Source: an optimization exercise on an open RTL-to-GDS flow (aim: small area, a short achievable clock period and few clock cycles). Production flows keep margins and buffers that such runs may drop.
Function was checked by simulation only, so behaviour that the tests miss may differ from the original.
Power is estimated from default activity; no workload was simulated.

Setup of exp/umber:
Design grid_maze_dfs_path_search, start of the top module:
module grid_maze_dfs_path_search (
   input  logic                            clock,
   input  logic                            reset,
   input  logic                            req_tvalid,
   output logic                            req_tready,
   input  logic [gmdfs_pkg::REQ_W-1:0]     req_tdata,
   output logic                            rsp_tvalid,
   input  logic                            rsp_tready,
   output logic [gmdfs_pkg::RSP_W-1:0]     rsp_tdata,
   input  logic                            csr_valid,
   output logic                            csr_ready,
   input  logic [0:0]                      csr_index,
   input  logic [gmdfs_pkg::CFG_W-1:0]     csr_wdata
);
Size: about 900 flip-flops, about 62 I/O pins, ~0.044 sq mm of cells after synthesis.
Settings: LEC_CHECK=0, CAP_MARGIN=20, CORE_MARGIN=2, CORE_UTILIZATION=42, CTS_CLUSTER_DIAMETER=110, CTS_CLUSTER_SIZE=22, SLEW_MARGIN=20; clock period 9.0 ns.
standard.sh (not shown) runs the stock make flow with config.mk's settings and CLKGATE_MAP_FILE= SYNTH_SCRIPT=/design/flow/synth_recipe.tcl, a recipe that flattens the netlist after the stock synthesis.
==> flow/flow/run.sh <==
#!/bin/bash
set -euo pipefail
bash standard.sh SETUP_SLACK_MARGIN=6 finish > standard.log 2>&1
Having completed the whole flow, exp/umber delivered a layout that passed the timing, design-rule and antenna checks.
Testbench counts of exp/umber, summed over its fixed seeds: cycles 32,591.
What exp/zinc does differently from exp/umber at the input level:
- CELL_PAD_IN_SITES_GLOBAL_PLACEMENT: unset -> 1
- CTS_CLUSTER_SIZE: 22 -> 20
- CTS_CLUSTER_DIAMETER: 110 -> 100
- CELL_PAD_IN_SITES_DETAIL_PLACEMENT: unset -> 1
- CORE_UTILIZATION: 42 -> 38
==> notes.md <==
- Across both runs, clock skew was higher for exp/zinc than for exp/umber.
- Number of antenna violations at the first check in global routing was higher in exp/zinc than in exp/umber.
- Taking exp/umber as the reference, in exp/zinc internal power contribution climbed about 4%, post-layout instance area moved up, horizontal die dimension rose 5.1%, wire length up 20%, clock share of power rose 0.3 points.
- Compared to exp/umber, exp/zinc has routed length on met1 16000 um higher.
Inputs modified between exp/zinc and exp/cedar:
- CELL_PAD_IN_SITES_DETAIL_PLACEMENT no longer set, was 1
- SETUP_SLACK_MARGIN now 5, previously not set
- CELL_PAD_IN_SITES_GLOBAL_PLACEMENT no longer set, was 1
==> flow/run.sh (new file) <==
#!/bin/bash
# synth_recipe.tcl (not shown) runs the flow's synth.tcl, then flattens the netlist and writes it again
# the make line also repeats each setting of config.mk as NAME=value (left out here)
make -C /OpenROAD-flow-scripts/flow DESIGN_CONFIG=/design/flow/config.mk WORK_HOME=/design/flow/orfs CLKGATE_MAP_FILE= SYNTH_SCRIPT=/design/flow/synth_recipe.tcl finish
removed: flow/flow/run.sh
removed: flow/standard.sh
Notes after the runs:
- exp/cedar vs. exp/zinc: setup slack shrank by 0.69 ns; final period demand of the worst path saw an increase; share of power burned in registers higher; clock slew seen by the registers of the worst setup and hold paths ~0 delta; wire length the detailed router placed on met1 shrank by 18000 um.
- Clock insertion delay at the later pin of the skew report in exp/cedar is 0.03 ns lower than in exp/zinc
- All-layer global routing usage (lower): exp/cedar
- Final clock skew for exp/cedar: 0.047 ns down relative to exp/zinc
- exp/zinc tops out at a higher clock frequency than exp/cedar.
- When exp/cedar is set beside exp/zinc, its worst hold slack turns out to be 0.039 ns smaller.
- Compared exp/cedar vs exp/zinc, and final core utilization is down in exp/cedar.
- exp/zinc vs exp/cedar, end point of the critical path: arr_ff[1]$_DFFE_PP_ vs arr_ff[0]$_DFFE_PP_
--- input diff exp/cedar..exp/raven ---
- a deleted SETUP_SLACK_MARGIN that had been 5
==> flow/flow/run.sh (new file) <==
#!/bin/bash
set -euo pipefail
bash standard.sh SETUP_SLACK_MARGIN=6 finish > standard.log 2>&1
==> flow/standard.sh (new file) <==
#!/bin/bash
# synth_recipe.tcl (not shown) runs the flow's synth.tcl, then flattens the netlist and writes it again
# the make line also repeats each setting of config.mk as NAME=value (left out here)
make -C /OpenROAD-flow-scripts/flow DESIGN_CONFIG=/design/flow/config.mk WORK_HOME=/design/flow/orfs CLKGATE_MAP_FILE= SYNTH_SCRIPT=/design/flow/synth_recipe.tcl "${@:-finish}"
removed: flow/run.sh
--- outcome ---
In summary, exp/raven completed successfully, with a layout that passed the timing, design-rule and antenna checks. As far as post-placement cell area goes, exp/raven and exp/cedar are indistinguishable; the numbers are identical. exp/raven vs exp/cedar on sequential share of layout area: exp/raven is the lower one. Route | exp/raven vs exp/cedar | wire longer in exp/raven. or4_4 as the slowest stage cell on the critical path was reported by exp/raven, and nor2_2 by exp/cedar. Re clock power share: exp/raven and exp/cedar aren't equal, and the higher value belongs to exp/cedar. Sort exp/raven and exp/cedar by post-layout worst setup margin desc -> top: exp/raven. exp/raven vs exp/cedar on switching part of the total power: exp/raven is the higher one.

separate check: timing with driven ports:
How much do the figures lean on ideal ports? The routed layouts below were timed once more, with nothing changed but the port constraints. Step 1 sets driving cells, clkbuf_16 on the clock port and buf_2 on the other inputs (assumed; they add their load-dependent delay and slew). Step 2 times the ports against the registers' clock, not the clock port: input delays grow and output delays shrink by t, the midpoint of the rising clock arrivals with the driver on. Slacks: ideal / step 1 / step 2; pairs: ideal / step 1.
run | shift t [ns] | slack for setup (ns) | pins driven straight from the clock port
exp/umber | 0.739 | 5.654 / 5.654 / 5.253 | 1
exp/zinc | 0.779 | 5.591 / 5.591 / 5.186 | 1
exp/cedar | 0.765 | 4.900 / 4.900 / 4.308 | 1
exp/raven | 0.774 | 5.659 / 5.659 / 5.182 | 1
After both steps setup and hold are still met in every run listed. The setup slack of exp/cedar, which loses most, moves by 0.000 ns with the drivers and by -0.592 ns with both steps.
